What follows belongs to an exercise in optimizing a design on an open flow for small area, a short achievable clock period and few clock cycles per item; a production flow would make more cautious choices. At most, simulation tests tie the RTL to the original design; equivalence was not proved. Function not checked in runs 1 and 2: the RTL went through the layout flow alone.

$ cat design/flow/constraint.sdc
create_clock -name core_clock -period 11.5 [get_ports {clk}]
set_input_delay 2.3000 -clock core_clock [delete_from_list [all_inputs] [get_ports {clk}]]
set_output_delay 2.3000 -clock core_clock [all_outputs]
set_load 0.01 [all_outputs]
$ cat design/flow/design.v
package pvpo_pkg;
	localparam int unsigned VOLT_W  = 15;
	localparam int unsigned CNT_W   = 16;
	localparam int unsigned POWER_W = 2 * VOLT_W;
	localparam logic [VOLT_W-1:0]  SEED_NUM     = VOLT_W'(218);
	localparam logic [POWER_W-1:0] MIN_POWER_UP = POWER_W'(120000);
	localparam logic [VOLT_W-1:0] RST_LOW_LIMIT   = '0;
	localparam logic [CNT_W-1:0]  RST_INTERVAL    = CNT_W'(25);
	localparam logic [VOLT_W-1:0] RST_STEP        = VOLT_W'(10);
	localparam logic [VOLT_W-1:0] RST_CURRENT_MIN = '0;
	localparam logic [CNT_W-1:0]  RST_FILTER      = CNT_W'(250);
endpackage
import pvpo_pkg::*;
module pvpo_core (
	input  logic [VOLT_W-1:0]  low_limit,
	input  logic [VOLT_W-1:0]  step,
	input  logic [CNT_W:0]     low_minus_step,   
	input  logic [CNT_W-1:0]   low_plus_step,    
	input  logic [CNT_W-1:0]   filter,
	input  logic [VOLT_W-1:0]  ref_q,
	input  logic [CNT_W-1:0]   stall1_q,         
	input  logic               do_seed,      
	input  logic               do_pause,     
	input  logic               do_eval,      
	input  logic               do_disturb,   
	input  logic               pge,          
	input  logic               up_trend,     
	input  logic               chg_low,      
	input  logic [VOLT_W-1:0]  load,         
	input  logic [CNT_W-1:0]   volt_step,    
	output logic               ref_we,
	output logic [VOLT_W-1:0]  ref_d,
	output logic               stall_we,
	output logic [CNT_W-1:0]   stall1_d,
	output logic               forced
);
	logic              at_low;
	logic              hold_low;
	logic              go_up;
	logic [CNT_W-1:0]  up_sum;
	logic [VOLT_W-1:0] dn_diff;
	logic              up_below;    
	logic              up_over;     
	logic              dn_below;    
	logic              sel_low, sel_max, sel_up, sel_dn, sel_load;
	logic              stall;
	logic              trip_inc;
	logic              trip_zero;
	assign at_low   = (ref_q <= low_limit);
	assign hold_low = at_low && !pge;
	assign go_up    = at_low ? pge : up_trend;
	assign up_sum   = CNT_W'(ref_q) + CNT_W'(step);
	assign dn_diff  = ref_q - step;
	assign up_below = ($signed({2'b00, ref_q}) < $signed(low_minus_step));
	assign up_over  = (ref_q > ~step);
	assign dn_below = ({1'b0, ref_q} < low_plus_step);
	assign sel_low  = do_eval && (hold_low || (go_up ? up_below : dn_below));
	assign sel_max  = do_eval && !hold_low && go_up && !up_below && up_over;
	assign sel_up   = do_eval && !hold_low && go_up && !up_below && !up_over;
	assign sel_dn   = do_eval && !hold_low && !go_up && !dn_below;
	assign sel_load = !do_eval;
	assign ref_d = ({VOLT_W{sel_low}}  & low_limit)
	             | ({VOLT_W{sel_max}})
	             | ({VOLT_W{sel_up}}   & up_sum[VOLT_W-1:0])
	             | ({VOLT_W{sel_dn}}   & dn_diff)
	             | ({VOLT_W{sel_load}} & load);
	assign stall     = (CNT_W'(ref_q) > volt_step) && chg_low;
	assign trip_inc  = (stall1_q >= filter);
	assign trip_zero = (filter == '0);
	assign forced    = do_disturb && (stall ? trip_inc : trip_zero);
	assign stall_we  = do_disturb;
	assign stall1_d  = (forced || !stall) ? CNT_W'(1) : (stall1_q + CNT_W'(1));
	assign ref_we = do_seed || do_pause || do_eval || forced;
endmodule
module pvpo_mul_tree (
	input  logic [14:0] a,
	input  logic [14:0] b,
	output logic [29:0] row_a,
	output logic [29:0] row_b
);
	logic [14:0] pp [15];
	logic t1, t2, t3, t4, t5, t6, t7, t8, t9, t10, t11, t12, t13, t14, t15, t16, t17, t18, t19, t20, t21, t22, t23, t24, t25, t26, t27, t28, t29, t30, t31, t32, t33, t34, t35, t36, t37, t38, t39, t40, t41, t42, t43, t44, t45, t46, t47, t48, t49, t50, t51, t52, t53, t54, t55, t56, t57, t58, t59, t60, t61, t62, t63, t64, t65, t66, t67, t68, t69, t70, t71, t72, t73, t74, t75, t76, t77, t78, t79, t80, t81, t82, t83, t84, t85, t86, t87, t88, t89, t90, t91, t92, t93, t94, t95, t96, t97, t98, t99, t100, t101, t102, t103, t104, t105, t106, t107, t108, t109, t110, t111, t112, t113, t114, t115, t116, t117, t118, t119, t120, t121, t122, t123, t124, t125, t126, t127, t128, t129, t130, t131, t132, t133, t134, t135, t136, t137, t138, t139, t140, t141, t142, t143, t144, t145, t146, t147, t148, t149, t150, t151, t152, t153, t154, t155, t156, t157, t158, t159, t160, t161, t162, t163, t164, t165, t166, t167, t168, t169, t170, t171, t172, t173, t174, t175, t176, t177, t178, t179, t180, t181, t182, t183, t184, t185, t186, t187, t188, t189, t190, t191, t192, t193, t194, t195, t196, t197, t198, t199, t200, t201, t202, t203, t204, t205, t206, t207, t208, t209, t210, t211, t212, t213, t214, t215, t216, t217, t218, t219, t220, t221, t222, t223, t224, t225, t226, t227, t228, t229, t230, t231, t232, t233, t234, t235, t236, t237, t238, t239, t240, t241, t242, t243, t244, t245, t246, t247, t248, t249, t250, t251, t252, t253, t254, t255, t256, t257, t258, t259, t260, t261, t262, t263, t264, t265, t266, t267, t268, t269, t270, t271, t272, t273, t274, t275, t276, t277, t278, t279, t280, t281, t282, t283, t284, t285, t286, t287, t288, t289, t290, t291, t292, t293, t294, t295, t296, t297, t298, t299, t300, t301, t302, t303, t304, t305, t306, t307, t308, t309, t310, t311, t312, t313, t314, t315, t316, t317, t318, t319, t320, t321, t322, t323, t324, t325, t326, t327, t328, t329, t330, t331, t332, t333, t334, t335, t336, t337, t338, t339, t340, t341, t342, t343, t344, t345, t346, t347, t348, t349, t350, t351, t352, t353, t354, t355, t356, t357, t358, t359, t360, t361, t362, t363, t364;
	always_comb for (int i = 0; i < 15; i++) pp[i] = b & {15{a[i]}};
	assign t1 = pp[0][13] ^ pp[1][12];
	assign t2 = pp[0][13] & pp[1][12];
	assign t3 = pp[0][14] ^ pp[1][13] ^ pp[2][12];
	assign t4 = (pp[0][14] & pp[1][13]) | (pp[0][14] & pp[2][12]) | (pp[1][13] & pp[2][12]);
	assign t5 = pp[3][11] ^ pp[4][10];
	assign t6 = pp[3][11] & pp[4][10];
	assign t7 = pp[1][14] ^ pp[2][13] ^ pp[3][12];
	assign t8 = (pp[1][14] & pp[2][13]) | (pp[1][14] & pp[3][12]) | (pp[2][13] & pp[3][12]);
	assign t9 = pp[4][11] ^ pp[5][10];
	assign t10 = pp[4][11] & pp[5][10];
	assign t11 = pp[2][14] ^ pp[3][13] ^ pp[4][12];
	assign t12 = (pp[2][14] & pp[3][13]) | (pp[2][14] & pp[4][12]) | (pp[3][13] & pp[4][12]);
	assign t13 = pp[0][9] ^ pp[1][8];
	assign t14 = pp[0][9] & pp[1][8];
	assign t15 = pp[0][10] ^ pp[1][9] ^ pp[2][8];
	assign t16 = (pp[0][10] & pp[1][9]) | (pp[0][10] & pp[2][8]) | (pp[1][9] & pp[2][8]);
	assign t17 = pp[3][7] ^ pp[4][6];
	assign t18 = pp[3][7] & pp[4][6];
	assign t19 = pp[0][11] ^ pp[1][10] ^ pp[2][9];
	assign t20 = (pp[0][11] & pp[1][10]) | (pp[0][11] & pp[2][9]) | (pp[1][10] & pp[2][9]);
	assign t21 = pp[3][8] ^ pp[4][7] ^ pp[5][6];
	assign t22 = (pp[3][8] & pp[4][7]) | (pp[3][8] & pp[5][6]) | (pp[4][7] & pp[5][6]);
	assign t23 = pp[6][5] ^ pp[7][4];
	assign t24 = pp[6][5] & pp[7][4];
	assign t25 = pp[0][12] ^ pp[1][11] ^ pp[2][10];
	assign t26 = (pp[0][12] & pp[1][11]) | (pp[0][12] & pp[2][10]) | (pp[1][11] & pp[2][10]);
	assign t27 = pp[3][9] ^ pp[4][8] ^ pp[5][7];
	assign t28 = (pp[3][9] & pp[4][8]) | (pp[3][9] & pp[5][7]) | (pp[4][8] & pp[5][7]);
	assign t29 = pp[6][6] ^ pp[7][5] ^ pp[8][4];
	assign t30 = (pp[6][6] & pp[7][5]) | (pp[6][6] & pp[8][4]) | (pp[7][5] & pp[8][4]);
	assign t31 = pp[9][3] ^ pp[10][2];
	assign t32 = pp[9][3] & pp[10][2];
	assign t33 = pp[2][11] ^ pp[3][10] ^ pp[4][9];
	assign t34 = (pp[2][11] & pp[3][10]) | (pp[2][11] & pp[4][9]) | (pp[3][10] & pp[4][9]);
	assign t35 = pp[5][8] ^ pp[6][7] ^ pp[7][6];
	assign t36 = (pp[5][8] & pp[6][7]) | (pp[5][8] & pp[7][6]) | (pp[6][7] & pp[7][6]);
	assign t37 = pp[8][5] ^ pp[9][4] ^ pp[10][3];
	assign t38 = (pp[8][5] & pp[9][4]) | (pp[8][5] & pp[10][3]) | (pp[9][4] & pp[10][3]);
	assign t39 = pp[11][2] ^ pp[12][1] ^ pp[13][0];
	assign t40 = (pp[11][2] & pp[12][1]) | (pp[11][2] & pp[13][0]) | (pp[12][1] & pp[13][0]);
	assign t41 = pp[5][9] ^ pp[6][8] ^ pp[7][7];
	assign t42 = (pp[5][9] & pp[6][8]) | (pp[5][9] & pp[7][7]) | (pp[6][8] & pp[7][7]);
	assign t43 = pp[8][6] ^ pp[9][5] ^ pp[10][4];
	assign t44 = (pp[8][6] & pp[9][5]) | (pp[8][6] & pp[10][4]) | (pp[9][5] & pp[10][4]);
	assign t45 = pp[11][3] ^ pp[12][2] ^ pp[13][1];
	assign t46 = (pp[11][3] & pp[12][2]) | (pp[11][3] & pp[13][1]) | (pp[12][2] & pp[13][1]);
	assign t47 = pp[14][0] ^ t2 ^ t3;
	assign t48 = (pp[14][0] & t2) | (pp[14][0] & t3) | (t2 & t3);
	assign t49 = pp[6][9] ^ pp[7][8] ^ pp[8][7];
	assign t50 = (pp[6][9] & pp[7][8]) | (pp[6][9] & pp[8][7]) | (pp[7][8] & pp[8][7]);
	assign t51 = pp[9][6] ^ pp[10][5] ^ pp[11][4];
	assign t52 = (pp[9][6] & pp[10][5]) | (pp[9][6] & pp[11][4]) | (pp[10][5] & pp[11][4]);
	assign t53 = pp[12][3] ^ pp[13][2] ^ pp[14][1];
	assign t54 = (pp[12][3] & pp[13][2]) | (pp[12][3] & pp[14][1]) | (pp[13][2] & pp[14][1]);
	assign t55 = t4 ^ t6 ^ t7;
	assign t56 = (t4 & t6) | (t4 & t7) | (t6 & t7);
	assign t57 = pp[5][11] ^ pp[6][10] ^ pp[7][9];
	assign t58 = (pp[5][11] & pp[6][10]) | (pp[5][11] & pp[7][9]) | (pp[6][10] & pp[7][9]);
	assign t59 = pp[8][8] ^ pp[9][7] ^ pp[10][6];
	assign t60 = (pp[8][8] & pp[9][7]) | (pp[8][8] & pp[10][6]) | (pp[9][7] & pp[10][6]);
	assign t61 = pp[11][5] ^ pp[12][4] ^ pp[13][3];
	assign t62 = (pp[11][5] & pp[12][4]) | (pp[11][5] & pp[13][3]) | (pp[12][4] & pp[13][3]);
	assign t63 = pp[14][2] ^ t8 ^ t10;
	assign t64 = (pp[14][2] & t8) | (pp[14][2] & t10) | (t8 & t10);
	assign t65 = pp[3][14] ^ pp[4][13] ^ pp[5][12];
	assign t66 = (pp[3][14] & pp[4][13]) | (pp[3][14] & pp[5][12]) | (pp[4][13] & pp[5][12]);
	assign t67 = pp[6][11] ^ pp[7][10] ^ pp[8][9];
	assign t68 = (pp[6][11] & pp[7][10]) | (pp[6][11] & pp[8][9]) | (pp[7][10] & pp[8][9]);
	assign t69 = pp[9][8] ^ pp[10][7] ^ pp[11][6];
	assign t70 = (pp[9][8] & pp[10][7]) | (pp[9][8] & pp[11][6]) | (pp[10][7] & pp[11][6]);
	assign t71 = pp[12][5] ^ pp[13][4] ^ pp[14][3];
	assign t72 = (pp[12][5] & pp[13][4]) | (pp[12][5] & pp[14][3]) | (pp[13][4] & pp[14][3]);
	assign t73 = pp[4][14] ^ pp[5][13] ^ pp[6][12];
	assign t74 = (pp[4][14] & pp[5][13]) | (pp[4][14] & pp[6][12]) | (pp[5][13] & pp[6][12]);
	assign t75 = pp[7][11] ^ pp[8][10] ^ pp[9][9];
	assign t76 = (pp[7][11] & pp[8][10]) | (pp[7][11] & pp[9][9]) | (pp[8][10] & pp[9][9]);
	assign t77 = pp[10][8] ^ pp[11][7] ^ pp[12][6];
	assign t78 = (pp[10][8] & pp[11][7]) | (pp[10][8] & pp[12][6]) | (pp[11][7] & pp[12][6]);
	assign t79 = pp[5][14] ^ pp[6][13] ^ pp[7][12];
	assign t80 = (pp[5][14] & pp[6][13]) | (pp[5][14] & pp[7][12]) | (pp[6][13] & pp[7][12]);
	assign t81 = pp[8][11] ^ pp[9][10] ^ pp[10][9];
	assign t82 = (pp[8][11] & pp[9][10]) | (pp[8][11] & pp[10][9]) | (pp[9][10] & pp[10][9]);
	assign t83 = pp[6][14] ^ pp[7][13] ^ pp[8][12];
	assign t84 = (pp[6][14] & pp[7][13]) | (pp[6][14] & pp[8][12]) | (pp[7][13] & pp[8][12]);
	assign t85 = pp[0][6] ^ pp[1][5];
	assign t86 = pp[0][6] & pp[1][5];
	assign t87 = pp[0][7] ^ pp[1][6] ^ pp[2][5];
	assign t88 = (pp[0][7] & pp[1][6]) | (pp[0][7] & pp[2][5]) | (pp[1][6] & pp[2][5]);
	assign t89 = pp[3][4] ^ pp[4][3];
	assign t90 = pp[3][4] & pp[4][3];
	assign t91 = pp[0][8] ^ pp[1][7] ^ pp[2][6];
	assign t92 = (pp[0][8] & pp[1][7]) | (pp[0][8] & pp[2][6]) | (pp[1][7] & pp[2][6]);
	assign t93 = pp[3][5] ^ pp[4][4] ^ pp[5][3];
	assign t94 = (pp[3][5] & pp[4][4]) | (pp[3][5] & pp[5][3]) | (pp[4][4] & pp[5][3]);
	assign t95 = pp[6][2] ^ pp[7][1];
	assign t96 = pp[6][2] & pp[7][1];
	assign t97 = pp[2][7] ^ pp[3][6] ^ pp[4][5];
	assign t98 = (pp[2][7] & pp[3][6]) | (pp[2][7] & pp[4][5]) | (pp[3][6] & pp[4][5]);
	assign t99 = pp[5][4] ^ pp[6][3] ^ pp[7][2];
	assign t100 = (pp[5][4] & pp[6][3]) | (pp[5][4] & pp[7][2]) | (pp[6][3] & pp[7][2]);
	assign t101 = pp[8][1] ^ pp[9][0] ^ t13;
	assign t102 = (pp[8][1] & pp[9][0]) | (pp[8][1] & t13) | (pp[9][0] & t13);
	assign t103 = pp[5][5] ^ pp[6][4] ^ pp[7][3];
	assign t104 = (pp[5][5] & pp[6][4]) | (pp[5][5] & pp[7][3]) | (pp[6][4] & pp[7][3]);
	assign t105 = pp[8][2] ^ pp[9][1] ^ pp[10][0];
	assign t106 = (pp[8][2] & pp[9][1]) | (pp[8][2] & pp[10][0]) | (pp[9][1] & pp[10][0]);
	assign t107 = t14 ^ t15 ^ t17;
	assign t108 = (t14 & t15) | (t14 & t17) | (t15 & t17);
	assign t109 = pp[8][3] ^ pp[9][2] ^ pp[10][1];
	assign t110 = (pp[8][3] & pp[9][2]) | (pp[8][3] & pp[10][1]) | (pp[9][2] & pp[10][1]);
	assign t111 = pp[11][0] ^ t16 ^ t18;
	assign t112 = (pp[11][0] & t16) | (pp[11][0] & t18) | (t16 & t18);
	assign t113 = t19 ^ t21 ^ t23;
	assign t114 = (t19 & t21) | (t19 & t23) | (t21 & t23);
	assign t115 = pp[11][1] ^ pp[12][0] ^ t20;
	assign t116 = (pp[11][1] & pp[12][0]) | (pp[11][1] & t20) | (pp[12][0] & t20);
	assign t117 = t22 ^ t24 ^ t25;
	assign t118 = (t22 & t24) | (t22 & t25) | (t24 & t25);
	assign t119 = t27 ^ t29 ^ t31;
	assign t120 = (t27 & t29) | (t27 & t31) | (t29 & t31);
	assign t121 = t1 ^ t26 ^ t28;
	assign t122 = (t1 & t26) | (t1 & t28) | (t26 & t28);
	assign t123 = t30 ^ t32 ^ t33;
	assign t124 = (t30 & t32) | (t30 & t33) | (t32 & t33);
	assign t125 = t35 ^ t37 ^ t39;
	assign t126 = (t35 & t37) | (t35 & t39) | (t37 & t39);
	assign t127 = t5 ^ t34 ^ t36;
	assign t128 = (t5 & t34) | (t5 & t36) | (t34 & t36);
	assign t129 = t38 ^ t40 ^ t41;
	assign t130 = (t38 & t40) | (t38 & t41) | (t40 & t41);
	assign t131 = t43 ^ t45 ^ t47;
	assign t132 = (t43 & t45) | (t43 & t47) | (t45 & t47);
	assign t133 = t9 ^ t42 ^ t44;
	assign t134 = (t9 & t42) | (t9 & t44) | (t42 & t44);
	assign t135 = t46 ^ t48 ^ t49;
	assign t136 = (t46 & t48) | (t46 & t49) | (t48 & t49);
	assign t137 = t51 ^ t53 ^ t55;
	assign t138 = (t51 & t53) | (t51 & t55) | (t53 & t55);
	assign t139 = t11 ^ t50 ^ t52;
	assign t140 = (t11 & t50) | (t11 & t52) | (t50 & t52);
	assign t141 = t54 ^ t56 ^ t57;
	assign t142 = (t54 & t56) | (t54 & t57) | (t56 & t57);
	assign t143 = t59 ^ t61 ^ t63;
	assign t144 = (t59 & t61) | (t59 & t63) | (t61 & t63);
	assign t145 = t12 ^ t58 ^ t60;
	assign t146 = (t12 & t58) | (t12 & t60) | (t58 & t60);
	assign t147 = t62 ^ t64 ^ t65;
	assign t148 = (t62 & t64) | (t62 & t65) | (t64 & t65);
	assign t149 = t67 ^ t69 ^ t71;
	assign t150 = (t67 & t69) | (t67 & t71) | (t69 & t71);
	assign t151 = pp[13][5] ^ pp[14][4] ^ t66;
	assign t152 = (pp[13][5] & pp[14][4]) | (pp[13][5] & t66) | (pp[14][4] & t66);
	assign t153 = t68 ^ t70 ^ t72;
	assign t154 = (t68 & t70) | (t68 & t72) | (t70 & t72);
	assign t155 = t73 ^ t75 ^ t77;
	assign t156 = (t73 & t75) | (t73 & t77) | (t75 & t77);
	assign t157 = pp[11][8] ^ pp[12][7] ^ pp[13][6];
	assign t158 = (pp[11][8] & pp[12][7]) | (pp[11][8] & pp[13][6]) | (pp[12][7] & pp[13][6]);
	assign t159 = pp[14][5] ^ t74 ^ t76;
	assign t160 = (pp[14][5] & t74) | (pp[14][5] & t76) | (t74 & t76);
	assign t161 = t78 ^ t79 ^ t81;
	assign t162 = (t78 & t79) | (t78 & t81) | (t79 & t81);
	assign t163 = pp[9][11] ^ pp[10][10] ^ pp[11][9];
	assign t164 = (pp[9][11] & pp[10][10]) | (pp[9][11] & pp[11][9]) | (pp[10][10] & pp[11][9]);
	assign t165 = pp[12][8] ^ pp[13][7] ^ pp[14][6];
	assign t166 = (pp[12][8] & pp[13][7]) | (pp[12][8] & pp[14][6]) | (pp[13][7] & pp[14][6]);
	assign t167 = t80 ^ t82 ^ t83;
	assign t168 = (t80 & t82) | (t80 & t83) | (t82 & t83);
	assign t169 = pp[7][14] ^ pp[8][13] ^ pp[9][12];
	assign t170 = (pp[7][14] & pp[8][13]) | (pp[7][14] & pp[9][12]) | (pp[8][13] & pp[9][12]);
	assign t171 = pp[10][11] ^ pp[11][10] ^ pp[12][9];
	assign t172 = (pp[10][11] & pp[11][10]) | (pp[10][11] & pp[12][9]) | (pp[11][10] & pp[12][9]);
	assign t173 = pp[13][8] ^ pp[14][7] ^ t84;
	assign t174 = (pp[13][8] & pp[14][7]) | (pp[13][8] & t84) | (pp[14][7] & t84);
	assign t175 = pp[8][14] ^ pp[9][13] ^ pp[10][12];
	assign t176 = (pp[8][14] & pp[9][13]) | (pp[8][14] & pp[10][12]) | (pp[9][13] & pp[10][12]);
	assign t177 = pp[11][11] ^ pp[12][10] ^ pp[13][9];
	assign t178 = (pp[11][11] & pp[12][10]) | (pp[11][11] & pp[13][9]) | (pp[12][10] & pp[13][9]);
	assign t179 = pp[9][14] ^ pp[10][13] ^ pp[11][12];
	assign t180 = (pp[9][14] & pp[10][13]) | (pp[9][14] & pp[11][12]) | (pp[10][13] & pp[11][12]);
	assign t181 = pp[0][4] ^ pp[1][3];
	assign t182 = pp[0][4] & pp[1][3];
	assign t183 = pp[0][5] ^ pp[1][4] ^ pp[2][3];
	assign t184 = (pp[0][5] & pp[1][4]) | (pp[0][5] & pp[2][3]) | (pp[1][4] & pp[2][3]);
	assign t185 = pp[3][2] ^ pp[4][1];
	assign t186 = pp[3][2] & pp[4][1];
	assign t187 = pp[2][4] ^ pp[3][3] ^ pp[4][2];
	assign t188 = (pp[2][4] & pp[3][3]) | (pp[2][4] & pp[4][2]) | (pp[3][3] & pp[4][2]);
	assign t189 = pp[5][1] ^ pp[6][0] ^ t85;
	assign t190 = (pp[5][1] & pp[6][0]) | (pp[5][1] & t85) | (pp[6][0] & t85);
	assign t191 = pp[5][2] ^ pp[6][1] ^ pp[7][0];
	assign t192 = (pp[5][2] & pp[6][1]) | (pp[5][2] & pp[7][0]) | (pp[6][1] & pp[7][0]);
	assign t193 = t86 ^ t87 ^ t89;
	assign t194 = (t86 & t87) | (t86 & t89) | (t87 & t89);
	assign t195 = pp[8][0] ^ t88 ^ t90;
	assign t196 = (pp[8][0] & t88) | (pp[8][0] & t90) | (t88 & t90);
	assign t197 = t91 ^ t93 ^ t95;
	assign t198 = (t91 & t93) | (t91 & t95) | (t93 & t95);
	assign t199 = t92 ^ t94 ^ t96;
	assign t200 = (t92 & t94) | (t92 & t96) | (t94 & t96);
	assign t201 = t97 ^ t99 ^ t101;
	assign t202 = (t97 & t99) | (t97 & t101) | (t99 & t101);
	assign t203 = t98 ^ t100 ^ t102;
	assign t204 = (t98 & t100) | (t98 & t102) | (t100 & t102);
	assign t205 = t103 ^ t105 ^ t107;
	assign t206 = (t103 & t105) | (t103 & t107) | (t105 & t107);
	assign t207 = t104 ^ t106 ^ t108;
	assign t208 = (t104 & t106) | (t104 & t108) | (t106 & t108);
	assign t209 = t109 ^ t111 ^ t113;
	assign t210 = (t109 & t111) | (t109 & t113) | (t111 & t113);
	assign t211 = t110 ^ t112 ^ t114;
	assign t212 = (t110 & t112) | (t110 & t114) | (t112 & t114);
	assign t213 = t115 ^ t117 ^ t119;
	assign t214 = (t115 & t117) | (t115 & t119) | (t117 & t119);
	assign t215 = t116 ^ t118 ^ t120;
	assign t216 = (t116 & t118) | (t116 & t120) | (t118 & t120);
	assign t217 = t121 ^ t123 ^ t125;
	assign t218 = (t121 & t123) | (t121 & t125) | (t123 & t125);
	assign t219 = t122 ^ t124 ^ t126;
	assign t220 = (t122 & t124) | (t122 & t126) | (t124 & t126);
	assign t221 = t127 ^ t129 ^ t131;
	assign t222 = (t127 & t129) | (t127 & t131) | (t129 & t131);
	assign t223 = t128 ^ t130 ^ t132;
	assign t224 = (t128 & t130) | (t128 & t132) | (t130 & t132);
	assign t225 = t133 ^ t135 ^ t137;
	assign t226 = (t133 & t135) | (t133 & t137) | (t135 & t137);
	assign t227 = t134 ^ t136 ^ t138;
	assign t228 = (t134 & t136) | (t134 & t138) | (t136 & t138);
	assign t229 = t139 ^ t141 ^ t143;
	assign t230 = (t139 & t141) | (t139 & t143) | (t141 & t143);
	assign t231 = t140 ^ t142 ^ t144;
	assign t232 = (t140 & t142) | (t140 & t144) | (t142 & t144);
	assign t233 = t145 ^ t147 ^ t149;
	assign t234 = (t145 & t147) | (t145 & t149) | (t147 & t149);
	assign t235 = t146 ^ t148 ^ t150;
	assign t236 = (t146 & t148) | (t146 & t150) | (t148 & t150);
	assign t237 = t151 ^ t153 ^ t155;
	assign t238 = (t151 & t153) | (t151 & t155) | (t153 & t155);
	assign t239 = t152 ^ t154 ^ t156;
	assign t240 = (t152 & t154) | (t152 & t156) | (t154 & t156);
	assign t241 = t157 ^ t159 ^ t161;
	assign t242 = (t157 & t159) | (t157 & t161) | (t159 & t161);
	assign t243 = t158 ^ t160 ^ t162;
	assign t244 = (t158 & t160) | (t158 & t162) | (t160 & t162);
	assign t245 = t163 ^ t165 ^ t167;
	assign t246 = (t163 & t165) | (t163 & t167) | (t165 & t167);
	assign t247 = t164 ^ t166 ^ t168;
	assign t248 = (t164 & t166) | (t164 & t168) | (t166 & t168);
	assign t249 = t169 ^ t171 ^ t173;
	assign t250 = (t169 & t171) | (t169 & t173) | (t171 & t173);
	assign t251 = pp[14][8] ^ t170 ^ t172;
	assign t252 = (pp[14][8] & t170) | (pp[14][8] & t172) | (t170 & t172);
	assign t253 = t174 ^ t175 ^ t177;
	assign t254 = (t174 & t175) | (t174 & t177) | (t175 & t177);
	assign t255 = pp[12][11] ^ pp[13][10] ^ pp[14][9];
	assign t256 = (pp[12][11] & pp[13][10]) | (pp[12][11] & pp[14][9]) | (pp[13][10] & pp[14][9]);
	assign t257 = t176 ^ t178 ^ t179;
	assign t258 = (t176 & t178) | (t176 & t179) | (t178 & t179);
	assign t259 = pp[10][14] ^ pp[11][13] ^ pp[12][12];
	assign t260 = (pp[10][14] & pp[11][13]) | (pp[10][14] & pp[12][12]) | (pp[11][13] & pp[12][12]);
	assign t261 = pp[13][11] ^ pp[14][10] ^ t180;
	assign t262 = (pp[13][11] & pp[14][10]) | (pp[13][11] & t180) | (pp[14][10] & t180);
	assign t263 = pp[11][14] ^ pp[12][13] ^ pp[13][12];
	assign t264 = (pp[11][14] & pp[12][13]) | (pp[11][14] & pp[13][12]) | (pp[12][13] & pp[13][12]);
	assign t265 = pp[0][3] ^ pp[1][2];
	assign t266 = pp[0][3] & pp[1][2];
	assign t267 = pp[2][2] ^ pp[3][1] ^ pp[4][0];
	assign t268 = (pp[2][2] & pp[3][1]) | (pp[2][2] & pp[4][0]) | (pp[3][1] & pp[4][0]);
	assign t269 = pp[5][0] ^ t182 ^ t183;
	assign t270 = (pp[5][0] & t182) | (pp[5][0] & t183) | (t182 & t183);
	assign t271 = t184 ^ t186 ^ t187;
	assign t272 = (t184 & t186) | (t184 & t187) | (t186 & t187);
	assign t273 = t188 ^ t190 ^ t191;
	assign t274 = (t188 & t190) | (t188 & t191) | (t190 & t191);
	assign t275 = t192 ^ t194 ^ t195;
	assign t276 = (t192 & t194) | (t192 & t195) | (t194 & t195);
	assign t277 = t196 ^ t198 ^ t199;
	assign t278 = (t196 & t198) | (t196 & t199) | (t198 & t199);
	assign t279 = t200 ^ t202 ^ t203;
	assign t280 = (t200 & t202) | (t200 & t203) | (t202 & t203);
	assign t281 = t204 ^ t206 ^ t207;
	assign t282 = (t204 & t206) | (t204 & t207) | (t206 & t207);
	assign t283 = t208 ^ t210 ^ t211;
	assign t284 = (t208 & t210) | (t208 & t211) | (t210 & t211);
	assign t285 = t212 ^ t214 ^ t215;
	assign t286 = (t212 & t214) | (t212 & t215) | (t214 & t215);
	assign t287 = t216 ^ t218 ^ t219;
	assign t288 = (t216 & t218) | (t216 & t219) | (t218 & t219);
	assign t289 = t220 ^ t222 ^ t223;
	assign t290 = (t220 & t222) | (t220 & t223) | (t222 & t223);
	assign t291 = t224 ^ t226 ^ t227;
	assign t292 = (t224 & t226) | (t224 & t227) | (t226 & t227);
	assign t293 = t228 ^ t230 ^ t231;
	assign t294 = (t228 & t230) | (t228 & t231) | (t230 & t231);
	assign t295 = t232 ^ t234 ^ t235;
	assign t296 = (t232 & t234) | (t232 & t235) | (t234 & t235);
	assign t297 = t236 ^ t238 ^ t239;
	assign t298 = (t236 & t238) | (t236 & t239) | (t238 & t239);
	assign t299 = t240 ^ t242 ^ t243;
	assign t300 = (t240 & t242) | (t240 & t243) | (t242 & t243);
	assign t301 = t244 ^ t246 ^ t247;
	assign t302 = (t244 & t246) | (t244 & t247) | (t246 & t247);
	assign t303 = t248 ^ t250 ^ t251;
	assign t304 = (t248 & t250) | (t248 & t251) | (t250 & t251);
	assign t305 = t252 ^ t254 ^ t255;
	assign t306 = (t252 & t254) | (t252 & t255) | (t254 & t255);
	assign t307 = t256 ^ t258 ^ t259;
	assign t308 = (t256 & t258) | (t256 & t259) | (t258 & t259);
	assign t309 = pp[14][11] ^ t260 ^ t262;
	assign t310 = (pp[14][11] & t260) | (pp[14][11] & t262) | (t260 & t262);
	assign t311 = pp[12][14] ^ pp[13][13] ^ pp[14][12];
	assign t312 = (pp[12][14] & pp[13][13]) | (pp[12][14] & pp[14][12]) | (pp[13][13] & pp[14][12]);
	assign t313 = pp[0][2] ^ pp[1][1];
	assign t314 = pp[0][2] & pp[1][1];
	assign t315 = pp[2][1] ^ pp[3][0] ^ t265;
	assign t316 = (pp[2][1] & pp[3][0]) | (pp[2][1] & t265) | (pp[3][0] & t265);
	assign t317 = t181 ^ t266 ^ t267;
	assign t318 = (t181 & t266) | (t181 & t267) | (t266 & t267);
	assign t319 = t185 ^ t268 ^ t269;
	assign t320 = (t185 & t268) | (t185 & t269) | (t268 & t269);
	assign t321 = t189 ^ t270 ^ t271;
	assign t322 = (t189 & t270) | (t189 & t271) | (t270 & t271);
	assign t323 = t193 ^ t272 ^ t273;
	assign t324 = (t193 & t272) | (t193 & t273) | (t272 & t273);
	assign t325 = t197 ^ t274 ^ t275;
	assign t326 = (t197 & t274) | (t197 & t275) | (t274 & t275);
	assign t327 = t201 ^ t276 ^ t277;
	assign t328 = (t201 & t276) | (t201 & t277) | (t276 & t277);
	assign t329 = t205 ^ t278 ^ t279;
	assign t330 = (t205 & t278) | (t205 & t279) | (t278 & t279);
	assign t331 = t209 ^ t280 ^ t281;
	assign t332 = (t209 & t280) | (t209 & t281) | (t280 & t281);
	assign t333 = t213 ^ t282 ^ t283;
	assign t334 = (t213 & t282) | (t213 & t283) | (t282 & t283);
	assign t335 = t217 ^ t284 ^ t285;
	assign t336 = (t217 & t284) | (t217 & t285) | (t284 & t285);
	assign t337 = t221 ^ t286 ^ t287;
	assign t338 = (t221 & t286) | (t221 & t287) | (t286 & t287);
	assign t339 = t225 ^ t288 ^ t289;
	assign t340 = (t225 & t288) | (t225 & t289) | (t288 & t289);
	assign t341 = t229 ^ t290 ^ t291;
	assign t342 = (t229 & t290) | (t229 & t291) | (t290 & t291);
	assign t343 = t233 ^ t292 ^ t293;
	assign t344 = (t233 & t292) | (t233 & t293) | (t292 & t293);
	assign t345 = t237 ^ t294 ^ t295;
	assign t346 = (t237 & t294) | (t237 & t295) | (t294 & t295);
	assign t347 = t241 ^ t296 ^ t297;
	assign t348 = (t241 & t296) | (t241 & t297) | (t296 & t297);
	assign t349 = t245 ^ t298 ^ t299;
	assign t350 = (t245 & t298) | (t245 & t299) | (t298 & t299);
	assign t351 = t249 ^ t300 ^ t301;
	assign t352 = (t249 & t300) | (t249 & t301) | (t300 & t301);
	assign t353 = t253 ^ t302 ^ t303;
	assign t354 = (t253 & t302) | (t253 & t303) | (t302 & t303);
	assign t355 = t257 ^ t304 ^ t305;
	assign t356 = (t257 & t304) | (t257 & t305) | (t304 & t305);
	assign t357 = t261 ^ t306 ^ t307;
	assign t358 = (t261 & t306) | (t261 & t307) | (t306 & t307);
	assign t359 = t263 ^ t308 ^ t309;
	assign t360 = (t263 & t308) | (t263 & t309) | (t308 & t309);
	assign t361 = t264 ^ t310 ^ t311;
	assign t362 = (t264 & t310) | (t264 & t311) | (t310 & t311);
	assign t363 = pp[13][14] ^ pp[14][13] ^ t312;
	assign t364 = (pp[13][14] & pp[14][13]) | (pp[13][14] & t312) | (pp[14][13] & t312);
	assign row_a = {1'b0, pp[14][14], t362, t360, t358, t356, t354, t352, t350, t348, t346, t344, t342, t340, t338, t336, t334, t332, t330, t328, t326, t324, t322, t320, t318, t316, t314, pp[2][0], pp[0][1], pp[0][0]};
	assign row_b = {1'b0, t364, t363, t361, t359, t357, t355, t353, t351, t349, t347, t345, t343, t341, t339, t337, t335, t333, t331, t329, t327, t325, t323, t321, t319, t317, t315, t313, pp[1][0], 1'b0};
endmodule
import pvpo_pkg::*;
module pv_perturb_observe_mppt (
	input  logic        clk,
	input  logic        arst_n,
	input  logic        sample_valid,
	output logic        sample_ready,
	input  logic [1:0]  sample_action,
	input  logic [14:0] sample_pv_voltage,
	input  logic [14:0] sample_pv_current,
	input  logic [14:0] sample_charge_current,
	input  logic        sample_pause,
	output logic        result_valid,
	input  logic        result_ready,
	output logic [14:0] result_voltage_ref,
	output logic        result_evaluated,
	output logic        result_forced_pulldown,
	input  logic        cfg_valid,
	output logic        cfg_ready,
	input  logic [2:0]  cfg_index,
	input  logic [15:0] cfg_data
);
	logic [VOLT_W-1:0] low_limit;
	logic [CNT_W-1:0]  interval;
	logic [VOLT_W-1:0] step;
	logic [VOLT_W-1:0] cur_min;
	logic [CNT_W-1:0]  filter;
	assign cfg_ready = 1'b1;
	logic [CNT_W:0]    low_minus_step;
	logic [CNT_W-1:0]  low_plus_step;
	always_ff @(posedge clk) begin
		low_minus_step <= {2'b00, low_limit} - {2'b00, step};
		low_plus_step  <= {1'b0, low_limit} + {1'b0, step};
	end
	always_ff @(posedge clk or negedge arst_n) begin
		if (!arst_n) begin
			low_limit <= RST_LOW_LIMIT;
			interval  <= RST_INTERVAL;
			step      <= RST_STEP;
			cur_min   <= RST_CURRENT_MIN;
			filter    <= RST_FILTER;
		end else if (cfg_valid) begin
			case (cfg_index)
				3'd0: low_limit <= cfg_data[VOLT_W-1:0];
				3'd1: interval  <= cfg_data[CNT_W-1:0];
				3'd2: step      <= cfg_data[VOLT_W-1:0];
				3'd3: cur_min   <= cfg_data[VOLT_W-1:0];
				3'd4: filter    <= cfg_data[CNT_W-1:0];
				default: begin
				end
			endcase
		end
	end
	logic              hv_q;     
	logic              en_q;     
	logic              hold_q;   
	logic              adv;      
	assign sample_ready = en_q;
	assign adv          = !hold_q;
	logic              s1_valid;
	logic [1:0]        s1_act;
	logic              s1_pause;
	logic              s1_chg;
	logic [VOLT_W-1:0] s1_v;
	logic [VOLT_W-1:0] s1_b;
	always_ff @(posedge clk or negedge arst_n) begin
		if (!arst_n)
			s1_valid <= 1'b0;
		else if (adv)
			s1_valid <= sample_valid;
	end
	always_ff @(posedge clk) begin
		if (adv) begin
			s1_act   <= sample_action;
			s1_pause <= sample_pause;
			s1_chg   <= (sample_charge_current < cur_min);
			s1_v     <= sample_pv_voltage;
			s1_b     <= sample_action[0] ? sample_pv_current : SEED_NUM;
		end
	end
	logic [POWER_W-1:0] row_a;
	logic [POWER_W-1:0] row_b;
	logic [CNT_W-1:0]   tick1_q;    
	logic               s1_tick;
	logic               s1_eval;
	pvpo_mul_tree u_mul (
		.a     (s1_v),
		.b     (s1_b),
		.row_a (row_a),
		.row_b (row_b)
	);
	assign s1_tick  = (s1_act == 2'd1);
	assign s1_eval  = s1_tick && !s1_pause && (tick1_q >= interval);
	always_ff @(posedge clk or negedge arst_n) begin
		if (!arst_n)
			tick1_q <= CNT_W'(1);
		else if (adv && s1_valid && s1_tick)
			tick1_q <= (s1_pause || s1_eval) ? CNT_W'(1) : (tick1_q + CNT_W'(1));
	end
	logic                s2_valid;
	logic                s2_init;
	logic                s2_tick;
	logic                s2_pause;
	logic                s2_eval;
	logic                s2_dist;
	logic                s2_chg;
	logic [VOLT_W-1:0]   s2_v;
	logic [POWER_W-1:0]  s2_ra;
	logic [POWER_W-1:0]  s2_rb;
	always_ff @(posedge clk or negedge arst_n) begin
		if (!arst_n)
			s2_valid <= 1'b0;
		else if (adv)
			s2_valid <= s1_valid;
	end
	always_ff @(posedge clk) begin
		if (adv) begin
			s2_init  <= (s1_act == 2'd0);
			s2_tick  <= s1_tick;
			s2_pause <= s1_tick && s1_pause;
			s2_eval  <= s1_eval;
			s2_dist  <= (s1_act == 2'd2);
			s2_chg   <= s1_chg;
			s2_v     <= s1_v;
			s2_ra    <= row_a;
			s2_rb    <= row_b;
		end
	end
	logic [POWER_W-1:0] prev_p_q;
	logic               prev_p_zero_q;
	logic               go2;
	logic [POWER_W-1:0] power;
	logic [POWER_W-1:0] fall_s, fall_c;
	logic [POWER_W:0]   fall_sum;
	logic               pfell;
	assign go2   = adv && s2_valid;
	assign power = s2_ra + s2_rb;
	assign fall_s   = s2_ra ^ s2_rb ^ ~prev_p_q;
	assign fall_c   = (s2_ra & s2_rb) | (s2_ra & ~prev_p_q) | (s2_rb & ~prev_p_q);
	assign fall_sum = {1'b0, fall_s} + {fall_c, 1'b1};
	assign pfell    = !prev_p_zero_q && !fall_sum[POWER_W];
	always_ff @(posedge clk or negedge arst_n) begin
		if (!arst_n)
			prev_p_zero_q <= 1'b1;
		else if (go2) begin
			if (s2_init || s2_pause)
				prev_p_zero_q <= 1'b1;
			else if (s2_eval)
				prev_p_zero_q <= 1'b0;
		end
	end
	always_ff @(posedge clk) begin
		if (go2 && s2_eval)
			prev_p_q <= power;
	end
	logic                s3_valid;
	logic                s3_init;
	logic                s3_pause;
	logic                s3_eval;
	logic                s3_dist;
	logic                s3_chg;
	logic                s3_pge;
	logic                s3_fell;
	logic                s3_tick;
	logic [VOLT_W-1:0]   s3_x;          
	logic [CNT_W-1:0]    s3_vstep;      
	always_ff @(posedge clk or negedge arst_n) begin
		if (!arst_n)
			s3_valid <= 1'b0;
		else if (adv)
			s3_valid <= s2_valid;
	end
	always_ff @(posedge clk) begin
		if (adv) begin
			s3_init     <= s2_init;
			s3_pause    <= s2_pause;
			s3_eval     <= s2_eval;
			s3_dist     <= s2_dist;
			s3_chg      <= s2_chg;
			s3_pge      <= (power >= MIN_POWER_UP);
			s3_fell     <= pfell;
			s3_tick     <= s2_tick;
			s3_x        <= s2_tick ? s2_v : power[VOLT_W+7:8];
			s3_vstep    <= CNT_W'(s2_v) + CNT_W'(step);
		end
	end
	logic [VOLT_W-1:0]  ref_q;
	logic [CNT_W-1:0]   stall1_q;    
	logic [CNT_W-1:0]   prev_v_q;
	logic               go;
	logic [VOLT_W-1:0]  seed;
	logic               v_gt;
	logic               v_eq;
	logic               up_trend;
	logic               ref_we;
	logic [VOLT_W-1:0]  ref_d;
	logic               stall_we;
	logic [CNT_W-1:0]   stall1_d;
	logic               forced;
	assign go       = adv && s3_valid;
	assign seed     = (s3_x < low_limit) ? low_limit : s3_x;
	assign v_gt     = (CNT_W'(s3_x) > prev_v_q);
	assign v_eq     = (CNT_W'(s3_x) == prev_v_q);
	assign up_trend = s3_fell ? !(v_gt || v_eq) : v_gt;
	pvpo_core u_core (
		.low_limit      (low_limit),
		.step           (step),
		.low_minus_step (low_minus_step),
		.low_plus_step  (low_plus_step),
		.filter         (filter),
		.ref_q          (ref_q),
		.stall1_q       (stall1_q),
		.do_seed        (s3_init),
		.do_pause       (s3_pause),
		.do_eval        (s3_eval),
		.do_disturb     (s3_dist),
		.pge            (s3_pge),
		.up_trend       (up_trend),
		.chg_low        (s3_chg),
		.load           (s3_tick ? s3_x : seed),
		.volt_step      (s3_vstep),
		.ref_we         (ref_we),
		.ref_d          (ref_d),
		.stall_we       (stall_we),
		.stall1_d       (stall1_d),
		.forced         (forced)
	);
	always_ff @(posedge clk or negedge arst_n) begin
		if (!arst_n) begin
			ref_q    <= '0;
			stall1_q <= CNT_W'(1);
			prev_v_q <= '0;
		end else if (go) begin
			if (ref_we)
				ref_q <= ref_d;
			if (stall_we)
				stall1_q <= stall1_d;
			if (s3_init)
				prev_v_q <= CNT_W'(seed);
			else if (s3_pause)
				prev_v_q <= s3_vstep;
			else if (s3_eval)
				prev_v_q <= CNT_W'(s3_x);
		end
	end
	logic [VOLT_W+1:0] res_new;
	logic [VOLT_W+1:0] head_q;
	logic [VOLT_W+1:0] skid_q;
	logic              take;
	assign res_new = {(ref_we ? ref_d : ref_q), s3_eval, forced};
	assign take    = hv_q && result_ready;
	always_ff @(posedge clk or negedge arst_n) begin
		if (!arst_n) begin
			hv_q   <= 1'b0;
			en_q   <= 1'b1;
			hold_q <= 1'b0;
		end else begin
			if (!hv_q)
				hv_q <= go;
			else if (take && adv)
				hv_q <= go;
			en_q   <= adv ? !(hv_q && !take && go) : take;
			hold_q <= adv ? (hv_q && !take && go) : !take;
		end
	end
	always_ff @(posedge clk) begin
		if (!adv) begin
			if (take)
				head_q <= skid_q;
		end else if (go && (!hv_q || take)) begin
			head_q <= res_new;
		end
		if (adv && go && hv_q && !take)
			skid_q <= res_new;
	end
	assign result_valid           = hv_q;
	assign result_voltage_ref     = head_q[VOLT_W+1:2];
	assign result_evaluated       = head_q[1];
	assign result_forced_pulldown = head_q[0];
endmodule
$ cat design/flow/flow/run.sh
#!/bin/bash
# Standard ORFS layout (the standard.sh), with extra make settings read from
# flow/knobs.txt: the timing repair aims for extra setup slack and the port buffers use a
# plain buffer cell. The clock period and all constraints stay the design's.
set -euo pipefail
mapfile -t KNOBS < <(grep -v '^#' flow/knobs.txt | grep .)
bash standard.sh "${KNOBS[@]}" finish > flow_standard.log 2>&1
$ cat design/flow/config.mk
export PLATFORM = sky130hd
export DESIGN_NAME = pv_perturb_observe_mppt
export DESIGN_NICKNAME = pv_perturb_observe_mppt
export VERILOG_FILES = /design/flow/design.v
export SDC_FILE = /design/flow/constraint.sdc
export NUM_CORES = 4
export LEC_CHECK = 0
export CAP_MARGIN = 20
export CORE_MARGIN = 2
export CORE_UTILIZATION = 40
export SLEW_MARGIN = 20
$ cat design/flow/standard.sh
#!/bin/bash
# synth_recipe.tcl (not shown) runs the flow's synth.tcl, then flattens the netlist and writes it again
# the make line also repeats each setting of config.mk as NAME=value (left out here)
make -C /OpenROAD-flow-scripts/flow DESIGN_CONFIG=/design/flow/config.mk WORK_HOME=/design/flow/orfs CLKGATE_MAP_FILE= SYNTH_SCRIPT=/design/flow/synth_recipe.tcl "${@:-finish}"
$ cat design/flow/flow/knobs.txt
SETUP_SLACK_MARGIN=7
BUFFER_PORTS_ARGS=-buffer_cell sky130_fd_sc_hd__buf_2
==> reports/metrics.yaml, run 1 <==
synth:
  yosys_warnings: 3
  async_flop_share_pct: 37.40
  synth_edf_count: 215
  avgSynthCellArea_um2: 10.00
  synth-main-ff-cell: "edfxtp_1"
  netlist_instances: 2997
  synth_seq_cells: 393
  syn_nets: 3553
  synth.distinct_cells: 84
  mappedNetlistArea_um2: 29980
  yosysSeqAreaShare_pct: 35.93
die:
  dieArea_um2: 77160
  die_x_um: 277.8
  start_util_pct: 40.34
  core-area_um2: 74320
  die_y_um: 277.8
  fp-row-count: 100
  pin_count: 92
timing:
  holdWs_ns: 0.4223
  hold_viol: 0
  rsz0062_at_grt: "no"
  setup_viol: 0
  timing.fmax_mhz: 245.0
  drv_slew: 0
  timing.slew.headroom_pct: 25.00
  layout_setup_ws_ns: 7.419
  final.setup.tns_ns: 0
  tightest_slew_ns: 1.118
  fin_skew_ns: 0.05428
  period_share_pct: 35.49
  post-route-min-period_ns: 4.081
grt:
  grt_pass1_vias: 21494
  antenna_found_initial: 1
  grt_usage_pct: 20.16
  grt_pass1_wl_mm: 121.4
  gr-total-overflow: 0
  grt_max_degree: 88
layout:
  drive_above_1_share_pct: 9.147
  num-nets-final: 3611
  stdcell_count: 4063
  syn_to_final_growth_pct: 10.01
  diodes: 0
  nFillCells: 7189
  fin_area_um2: 32980
detailed_routing:
  viasPerCell: 5.181
  ant_nets: 0
  routedWlPerCell_um: 18.89
  via_count: 21052
  drc: 0
  routed_wl_mm: 76.77
  firstDrtPassIters: 5
  initialDrtViolationCount: 1282
clock_network:
  htree_levels: 2
  cts.sinks: 393
  cts_resized: 0
  cts_hold_buffers: 0
  clockBufferDepth: 3
  clockRootBuffer: "clkbuf_16"
  cts-buffers-inserted: 47
  worst_skew_pair.late_latency_ns: 0.63
  path_clk_slew_ns: 0.06
  postCtsSetupRepairBufs: 0
  cts_tree: "done"
setup_path:
  cp_data_arrival_time_ns: 4.42
  crit_type: "reg2reg"
  cp-start-kind: "flop"
  required_ns: 11.84
  worstPathCellList: "inv_1, ha_1, nand2_1, o21ai_0, a41oi_1, o41ai_1, or3_1, mux2i_1, o22ai_1, a211oi_1, a221oi_1"
  crit_path_top_delay_cell: "or3_1"
  critPathCaptureType: "flop"
  slowest_delay_ns: 0.77
  crit_fanout: 15
placed_design:
  place_area_um2: 31420
  io_buffers: 90
  dp_cells: 3975
  place_congestion: 0.9372
  hpwl_mm: 58.30
  post-place-ws_ns: 7.316
run:
  drv_cap: 0
worst_hold_path:
  hp-class: "reg2reg"
outcome:
  status: "no timing/DRC/antenna violations"
-- Yosys cell counts, types with 43 or more instances --
cell / n / area share, %
nor3_1: 43 / 0.72
o21ai_0: 163 / 2.7
nor2_1: 125 / 1.6
xnor2_1: 58 / 1.7
a21oi_1: 107 / 1.8
inv_1: 481 / 6.0
ha_1: 282 / 12
mux2_2: 59 / 2.2
clkbuf_1: 83 / 1.0
fa_1: 202 / 13
dfrtp_1: 132 / 11
edfxtp_1: 215 / 22
a21o_1: 51 / 1.3
and2_1: 197 / 4.1
nand2_1: 249 / 3.1
-- path summary, 6_finish.rpt --
| kind | from | end | slack [ns] | depth (start not counted) |
|---|---|---|---|---|
| hold reg to reg | s2_chg | s3_chg | 0.42 | 0 |
| min in group asynchronous | arst_n | ref_q[11] | 1.77 | 1 |
| hold / removal | s2_chg | s3_chg | 0.42 | 0 |
| setup / recovery | low_limit[1] | head_q[4] | 7.42 | 11 |
| max in group asynchronous | arst_n | tick1_q[10] | 8.34 | 2 |
| setup reg to reg | low_limit[1] | head_q[4] | 7.42 | 11 |
-- layout make-up --
| type | count | area (µm²) | share of cell area, % |
|---|---|---|---|
| multi-input cells | 2031 | 17090 | 51.82 |
| flip-flops and latches | 393 | 10770 | 32.66 |
| inverters | 482 | 1814 | 5.500 |
| clock buffers | 63 | 1309 | 3.968 |
| well taps | 969 | 1212 | 3.676 |
| repair buffers | 100 | 531.8 | 1.612 |
| clock inverters | 25 | 250.2 | 0.7587 |
-- state kept, by name (all words and copies together) (netlist names), 2 cells and up --
signal	cells
cur_min	15
filter	16
head_q	17
interval	16
low_limit	15
low_minus_step	16
low_plus_step	15
prev_p_q	30
prev_v_q	16
ref_q	15
s1_act	2
s1_b	15
s1_v	15
s2_ra	29
s2_rb	28
s2_v	15
s3_vstep	16
s3_x	15
skid_q	17
stall1_q	16
step	15
tick1_q	16
-- worst max-delay path: cells and delay by family, from the launching register on --
family,cells,cell delay (ns)
compound gates,6,1.56
fa+ha+maj,1,0.33
buf+inv,1,0.22
flops,1,0.46
mux,1,0.40
simple gates,2,0.81
-- metal layers --
layer,GRT usage [%],up-vias,wire [µm]
li1,-,10262,-
met1,26.63,10221,34810
met2,34.11,450,36260
met3,2.409,119,2982
met4,7.179,0,2711
met5,0,-,0
-- cells by family after synthesis --
kind of cell / count (synthesis) / share of synthesized area (%)
simple gates: 821 / 13.97
buf+inv: 573 / 7.244
compound gates: 559 / 12.12
fa+ha+maj: 484 / 25.25
flops: 393 / 35.93
xor+xnor: 90 / 2.629
mux: 76 / 2.842
other cells: 1 / 0.01251
-- layout by cell type, fill, tap and decap left out, types with 42 or more instances in the layout --
master / instances
a21o_1: 51
a21oi_1: 107
and2_1: 197
buf_2: 89
clkbuf_16: 49
dfrtp_1: 132
edfxtp_1: 215
fa_1: 202
ha_1: 282
inv_1: 481
mux2_2: 59
nand2_1: 249
nor2_1: 123
nor3_1: 42
o21ai_0: 162
xnor2_1: 58
-- per-stage QoR --
step	util, %
2_1_floorplan	-
3_3_place_gp	42.25
3_5_place_dp	42.27
4_1_cts	44.37
5_1_grt	44.38
6_report	44.38
==> inputs of run 2 (changes only) <==
--- a/design/flow/config.mk
+++ b/design/flow/config.mk
@@ -8,4 +8,5 @@
 export CAP_MARGIN = 20
 export CORE_MARGIN = 2
 export CORE_UTILIZATION = 40
+export CTS_BUF_LIST = sky130_fd_sc_hd__clkbuf_4 sky130_fd_sc_hd__clkbuf_8
 export SLEW_MARGIN = 20
==> reports/metrics.yaml, run 2 <==
timing:
  tightest_slew_ns: 1.119  # +0.001951 ns
  post-route-min-period_ns: 4.144  # +0.06283 ns
  hold_viol: 0  # unchanged
  period_share_pct: 36.03  # +0.55 points
  rsz0062_at_grt: "no"
  drv_slew: 0  # unchanged
  holdWs_ns: 0.4196  # -0.002642 ns
  fin_skew_ns: 0.05512  # +0.0008322 ns
  setup_viol: 0  # unchanged
  final.setup.tns_ns: 0  # unchanged
  timing.fmax_mhz: 241.3  # -1.5%
  timing.slew.headroom_pct: 25.37  # +0.37 points
grt:
  grt_pass1_wl_mm: 122.1  # +0.59%
  grt_usage_pct: 20.37  # +0.21 points
  grt_pass1_vias: 21833  # +1.6%
  grt_max_degree: 88  # unchanged
  antenna_found_initial: 0  # -1
  gr-total-overflow: 0  # unchanged
setup_path:
  cp-start-kind: "flop"
  crit_fanout: 15  # unchanged
  critPathCaptureType: "flop"
  setup.worst_path.end: "head_q[4]"
  slowest_delay_ns: 0.77  # about the same
  critical_path.startpoint: "low_limit[1]"
  required_ns: 11.87  # +0.03 ns
  crit_cells: 11  # unchanged
  crit_type: "reg2reg"
  crit_path_top_delay_cell: "or3_1"
  cp_top_family: "compound AO/OA/AOI/OAI gates"
  reg2regPathDepth: 11  # unchanged
  reg2reg_slack_ns: 7.36  # -0.06 ns
  cp_data_arrival_time_ns: 4.52  # +0.10 ns
  r2r-end: "head_q[4]"
  worstPathCellList: "inv_1, ha_1, nand2_1, o21ai_0, a41oi_1, o41ai_1, or3_1, mux2i_1, o22ai_1, a211oi_1, a221oi_1"
  r2r-start: "low_limit[1]"
  path_buf_inv: 1  # unchanged
synth:
  synth.mux.area_fraction_pct: 2.842  # unchanged
  netlist_instances: 2997  # unchanged
  synth_seq_cells: 393  # unchanged
  yosys-top-cells-area: "edfxtp_1 (22%), fa_1 (13%), ha_1 (12%), dfrtp_1 (11%), inv_1 (6.0%)"
  yosys_warnings: 3  # unchanged
  synth_edf_count: 215  # unchanged
  synth-main-ff-cell: "edfxtp_1"
  yosys.area.top_type_share_pct: 21.53  # unchanged
  mappedNetlistArea_um2: 29980  # unchanged
  yosysTopAreaCell: "edfxtp_1"
  yosysSeqAreaShare_pct: 35.93  # unchanged
  avgSynthCellArea_um2: 10.00  # unchanged
  async_flop_share_pct: 37.40  # unchanged
  synth.distinct_cells: 84  # unchanged
  yosysMostFrequentCell: "inv_1"
  synth_compound_area_share_pct: 12.12  # unchanged
  synth-simple-area-share_pct: 13.97  # unchanged
  synth-xor-area-share_pct: 2.629  # unchanged
  syn_nets: 3553  # unchanged
  yosys.area_share.adder_pct: 25.25  # unchanged
  synth_top_family_by_area: "adder cells"
  synth.top_cells.by_count: "inv_1 (481), ha_1 (282), nand2_1 (249), edfxtp_1 (215), fa_1 (202)"
clock_network:
  cts.sinks: 393  # unchanged
  path_clk_slew_ns: 0.06  # about the same
  clockBufferDepth: 3  # unchanged
  cts_tree: "done"
  htree_levels: 3  # +1
  worst_skew_pair.late_latency_ns: 0.69  # +0.06 ns
  cts-buffers-inserted: 74  # +57%
  clockRootBuffer: "clkbuf_8"
  cts_hold_buffers: 0  # unchanged
layout:
  multi_input_area_um2: 17090  # unchanged
  largest_reg_flops: 30  # unchanged
  reg_top3: "prev_p_q: 30 flops, s2_ra: 29 flops, s2_rb: 28 flops"
  final_cell_mix: "inv_1 (481), ha_1 (282), nand2_1 (249), edfxtp_1 (215), fa_1 (202)"
  layout_commonest_cell: "inv_1"
  syn_to_final_growth_pct: 9.940  # about the same
  nFillCells: 7229  # +0.56%
  regMostFlops: "prev_p_q"
  register_area_um2: 10770  # unchanged
  diodes: 0  # unchanged
  stdcell_count: 4107  # +1.1%
  drive_above_1_share_pct: 10.61  # +1.5 points
  utilization_pct: 44.35  # about the same
  num-nets-final: 3638  # +0.75%
detailed_routing:
  viasPerCell: 5.167  # -0.27%
  via_count: 21222  # +0.81%
  drc: 0  # unchanged
  routedWlPerCell_um: 18.81  # -0.46%
  initialDrtViolationCount: 1269  # -1.0%
  firstDrtPassIters: 5  # unchanged
  ant_nets: 0  # unchanged
  routed_wl_mm: 77.25  # +0.62%
die:
  die_x_um: 277.8  # unchanged
  pin_count: 92  # unchanged
  start_util_pct: 40.34  # unchanged
  die_y_um: 277.8  # unchanged
  dieArea_um2: 77160  # unchanged
  core-area_um2: 74320  # unchanged
  fp-row-count: 100  # unchanged
outcome:
  status: "no timing/DRC/antenna violations"
placed_design:
  hpwl_mm: 58.30  # unchanged
  dp_cells: 3975  # unchanged
  io_buffers: 90  # unchanged
  place_congestion: 0.9372  # unchanged
worst_hold_path:
  min_from: "s2_chg"
  hp-class: "reg2reg"
run:
  drv_cap: 0  # unchanged
[run 2: cells by family (layout without fill, tap and decap cells)]
logic type / Yosys count / after routing
fa+ha+maj: 484 / 484
xor+xnor: 90 / 90
flops: 393 / 393
compound gates: 559 / 559
simple gates: 821 / 821
buf+inv: 573 / 714
mux: 76 / 76
other cells: 1 / 1
[run 2: worst min path at each step]
stage	end	slack, ns	cells past startpoint
floorplan	s2_chg	0.40	0
global placement	s2_chg	0.40	0
detailed placement	s2_chg	0.41	0
CTS	s3_chg	0.42	0
global route	s3_chg	0.42	0
finish	s3_chg	0.42	0
[run 2: through the flow]
stage	setup WS (ns)	area (µm²)
after floorplan	7.689	29990
after global placement	7.415	31400
after detailed placement	7.316	31420
after CTS	7.274	32950
after global routing	7.114	32960
final	7.356	32960
[run 2: metal layers]
metal / part of all wire [%] / GRT usage [%]
met1: 45 / 26.45
met2: 47 / 34.12
met3: 3.9 / 2.864
met4: 4.3 / 8.482
met5: 0 / 0
[run 2: area by class of cell]
type / count / area share, %
Multi-Input combinational cell: 2031 / 51.85
Sequential cell: 393 / 32.68
Timing Repair Buffer: 100 / 1.613
Inverter: 482 / 5.504
Clock buffer: 103 / 4.054
Tap cell: 969 / 3.678
Clock inverter: 29 / 0.6149
[run 2: timing repair]
action / in CTS / in global routing
setup endpoints to repair: 0 / 1
resized for setup: 0 / 1
setup buffers: 0 / 0
[run 2: worst reg2reg max path: stages (launching register included)]
cell,delay [ns]
dfrtp_1,0.47
inv_1,0.22
ha_1,0.33
nand2_1,0.04
o21ai_0,0.21
a41oi_1,0.17
o41ai_1,0.40
or3_1,0.77
mux2i_1,0.42
o22ai_1,0.15
a211oi_1,0.50
a221oi_1,0.16
==> inputs of run 3 (changes only) <==
--- a/design/flow/design.v
+++ b/design/flow/design.v
@@ -471,30 +471,40 @@
 );
 	logic [VOLT_W-1:0] low_limit;
 	logic [CNT_W-1:0]  interval;
+	logic [CNT_W-1:0]  interval_n;
 	logic [VOLT_W-1:0] step;
 	logic [VOLT_W-1:0] cur_min;
+	logic [VOLT_W-1:0] cur_min_n;
 	logic [CNT_W-1:0]  filter;
+	logic [CNT_W-1:0]  filter_n;
+	assign interval = ~interval_n;
+	assign cur_min  = ~cur_min_n;
+	assign filter   = ~filter_n;
 	assign cfg_ready = 1'b1;
 	logic [CNT_W:0]    low_minus_step;
 	logic [CNT_W-1:0]  low_plus_step;
+	logic [CNT_W:0]    low_minus_step_n;    
+	logic [CNT_W-1:0]  low_plus_step_n;
+	assign low_minus_step = ~low_minus_step_n;
+	assign low_plus_step  = ~low_plus_step_n;
 	always_ff @(posedge clk) begin
-		low_minus_step <= {2'b00, low_limit} - {2'b00, step};
-		low_plus_step  <= {1'b0, low_limit} + {1'b0, step};
+		low_minus_step_n <= ~({2'b00, low_limit} - {2'b00, step});
+		low_plus_step_n  <= ~({1'b0, low_limit} + {1'b0, step});
 	end
 	always_ff @(posedge clk or negedge arst_n) begin
 		if (!arst_n) begin
 			low_limit <= RST_LOW_LIMIT;
-			interval  <= RST_INTERVAL;
+			interval_n <= ~RST_INTERVAL;
 			step      <= RST_STEP;
-			cur_min   <= RST_CURRENT_MIN;
-			filter    <= RST_FILTER;
+			cur_min_n  <= ~RST_CURRENT_MIN;
+			filter_n   <= ~RST_FILTER;
 		end else if (cfg_valid) begin
 			case (cfg_index)
 				3'd0: low_limit <= cfg_data[VOLT_W-1:0];
-				3'd1: interval  <= cfg_data[CNT_W-1:0];
+				3'd1: interval_n <= ~cfg_data[CNT_W-1:0];
 				3'd2: step      <= cfg_data[VOLT_W-1:0];
-				3'd3: cur_min   <= cfg_data[VOLT_W-1:0];
-				3'd4: filter    <= cfg_data[CNT_W-1:0];
+				3'd3: cur_min_n  <= ~cfg_data[VOLT_W-1:0];
+				3'd4: filter_n   <= ~cfg_data[CNT_W-1:0];
 				default: begin
 				end
 			endcase
@@ -575,7 +585,7 @@
 			s2_rb    <= row_b;
 		end
 	end
-	logic [POWER_W-1:0] prev_p_q;
+	logic [POWER_W-1:0] prev_p_n_q;    
 	logic               prev_p_zero_q;
 	logic               go2;
 	logic [POWER_W-1:0] power;
@@ -584,8 +594,8 @@
 	logic               pfell;
 	assign go2   = adv && s2_valid;
 	assign power = s2_ra + s2_rb;
-	assign fall_s   = s2_ra ^ s2_rb ^ ~prev_p_q;
-	assign fall_c   = (s2_ra & s2_rb) | (s2_ra & ~prev_p_q) | (s2_rb & ~prev_p_q);
+	assign fall_s   = s2_ra ^ s2_rb ^ prev_p_n_q;
+	assign fall_c   = (s2_ra & s2_rb) | (s2_ra & prev_p_n_q) | (s2_rb & prev_p_n_q);
 	assign fall_sum = {1'b0, fall_s} + {fall_c, 1'b1};
 	assign pfell    = !prev_p_zero_q && !fall_sum[POWER_W];
 	always_ff @(posedge clk or negedge arst_n) begin
@@ -600,7 +610,7 @@
 	end
 	always_ff @(posedge clk) begin
 		if (go2 && s2_eval)
-			prev_p_q <= power;
+			prev_p_n_q <= ~power;
 	end
 	logic                s3_valid;
 	logic                s3_init;
--- a/design/flow/config.mk
+++ b/design/flow/config.mk
@@ -8,5 +8,4 @@
 export CAP_MARGIN = 20
 export CORE_MARGIN = 2
 export CORE_UTILIZATION = 40
-export CTS_BUF_LIST = sky130_fd_sc_hd__clkbuf_4 sky130_fd_sc_hd__clkbuf_8
 export SLEW_MARGIN = 20
==> reports/metrics.yaml, run 3 <==
layout:
  regMostFlops: "prev_p_n_q"
  drive_above_1_share_pct: 9.759  # -0.85 points
  utilization_pct: 44.75  # +0.39 points
  layout_commonest_cell: "inv_1"
  reg_top3: "prev_p_n_q: 30 flops, s2_ra: 29 flops, s2_rb: 28 flops"
  nFillCells: 6772  # -6.3%
  register_area_um2: 10810  # +0.34%
  final_cell_mix: "inv_1 (293), ha_1 (282), nand2_1 (251), edfxtp_1 (215), and2_1 (209)"
setup_path:
  reg2reg_slack_ns: 7.19  # -0.16 ns
  cp-start-kind: "flop"
  critical_path.startpoint: "low_limit[12]"
  r2r-start: "low_limit[12]"
synth:
  yosys_warnings: 3  # unchanged
  yosys-top-cells-area: "edfxtp_1 (22%), fa_1 (14%), ha_1 (12%), dfrtp_1 (8.9%), and2_1 (4.5%)"
  yosysMostFrequentCell: "inv_1"
  synth_edf_count: 215  # unchanged
  synth-main-ff-cell: "edfxtp_1"
  synth.top_cells.by_count: "inv_1 (294), ha_1 (282), nand2_1 (251), edfxtp_1 (215), and2_1 (210)"
  mappedNetlistArea_um2: 29040  # -3.2%
  yosys.area.top_type_share_pct: 22.24  # +0.70 points
  synth_seq_cells: 393  # unchanged
detailed_routing:
  initialDrtViolationCount: 1503  # +18%
  routed_wl_mm: 80.24  # +3.9%
  routedWlPerCell_um: 20.84  # +11%
  drc: 0  # unchanged
  firstDrtPassIters: 5  # unchanged
die:
  fp-row-count: 98  # -2.0%
  die_x_um: 273.4  # -1.6%
  pin_count: 92  # unchanged
timing:
  rsz0062_at_grt: "no"
  post-route-min-period_ns: 4.308  # +0.1645 ns
  period_share_pct: 37.46  # +1.4 points
  drv_slew: 0  # unchanged
  timing.slew.headroom_pct: 28.44  # +3.1 points
  final.setup.tns_ns: 0  # unchanged
placed_design:
  hpwl_mm: 61.47  # +5.4%
clock_network:
  clockRootBuffer: "clkbuf_16"
  clockBufferDepth: 3  # unchanged
  postCtsSetupRepairBufs: 0  # unchanged
  cts-buffers-inserted: 48  # -35%
grt:
  antenna_found_initial: 0  # unchanged
  grt_pass1_vias: 22081  # +1.1%
  grt_pass1_wl_mm: 126.9  # +4.0%
  grt_usage_pct: 21.88  # +1.5 points
outcome:
  status: "no timing/DRC/antenna violations"
worst_hold_path:
  min_from: "s1_chg"
  worstHoldEndpoint: "s2_chg"
run:
  drv_cap: 0  # unchanged
-- run 3: changes by cell type after synthesis, moves of 21 or more --
cell / before / now
a31oi_1: 28 / 7
inv_1: 481 / 294
dfrtp_1: 132 / 103
mux2_2: 59 / 21
o21ai_0: 163 / 201
dfstp_2: 15 / 44
o21a_1: 11 / 32
-- run 3: cell type report --
class	instances	share of cell area, %
repair buffers	103	1.727
clock buffers	66	4.206
multi-input cells	2021	52.25
flip-flops and latches	393	33.68
well taps	950	3.703
inverters	294	3.454
clock inverters	23	0.9823
-- run 3: logic make-up after synthesis --
group                      share of synthesized area, %
and+or+nand+nor                                   14.25
AOI/OAI and AO/OA                                 13.35
adders and majority gates                         26.08
DFF                                               37.23
buffers and inverters                             5.037
xor gates and xnor gates                          2.534
muxes                                             1.508
other                                           0.01292
-- run 3: worst max-delay path, cell delays in order (launching register included) --
cell and delay, ns:
dfrtp_1 0.58, inv_1 0.20, ha_1 0.36, a21o_1 0.18, a21o_1 0.16, a21oi_1 0.23
o221ai_2 0.13, buf_4 0.25, nor2_1 0.14, buf_4 0.30, mux2i_1 0.41, nor2_1 0.13
a2111o_1 0.41, mux2_4 0.28, mux2_4 0.25
-- run 3: worst max-delay path by stage --
stage                             to  slack, ns  cells past startpoint
after detailed placement  head_q[14]       7.25                     14
after CTS                 head_q[14]       7.19                     14
final                     head_q[14]       7.19                     14
after global placement    head_q[14]       7.27                     14
after floorplan               s1_chg       7.58                     11
after global routing       head_q[3]       7.09                     11
-- run 3: metrics by stage --
step | std cells | instance area (µm²) | hold WS, ns
2_1_floorplan | 2800 | 29040 | 0.4003
3_3_place_gp | 3761 | 30430 | 0.4187
3_5_place_dp | 3761 | 30430 | 0.4161
4_1_cts | 3850 | 32100 | 0.4433
5_1_grt | 3850 | 32100 | 0.4481
6_report | 3850 | 32100 | 0.4393
-- run 3: layer usage --
layer  part of all wire (%)  wire length (µm)  track usage (%)  up-vias
met5                      0                 0                0        -
met4                    3.8              3055            8.384        0
met3                    5.0              4050            2.614      141
met2                     47             37440            36.28      567
met1                     44             35700            29.30    10338
li1                       -                 -                -     9796
Testbench counts of run 3, summed over its fixed seeds: cycles 12,115, items 12,083.

==> what the ideal ports hide <==
In the flow no input, the clock included, has a driving cell. The finished layouts below were timed again as built, in two steps.
Step 1 assumes that a clkbuf_16 drives the clock port and a buf_2 every other input.
Step 2 adds t to the input delays and takes it off the output delays; t is the mean of the earliest and latest rising clock arrival at the registers after step 1. Input paths then give back, and output paths get back, about the clock's delay inside the block.
Slacks: ideal ports / drivers / drivers and shift; pairs: ideal ports / drivers.
run	t, ns	slack for setup (ns)	hold WS [ns]	worst setup path after step 2	worst register clock-pin slew, ns
run 1	0.659	7.419 / 7.419 / 7.419	0.422 / 0.422 / 0.422	register to register	0.06 / 0.06
run 2	0.715	7.356 / 7.356 / 7.356	0.420 / 0.420 / 0.420	register to register	0.07 / 0.07
run 3	0.658	7.192 / 7.192 / 7.192	0.439 / 0.439 / 0.439	register to register	0.08 / 0.08
After both steps setup and hold are still met in every run listed.
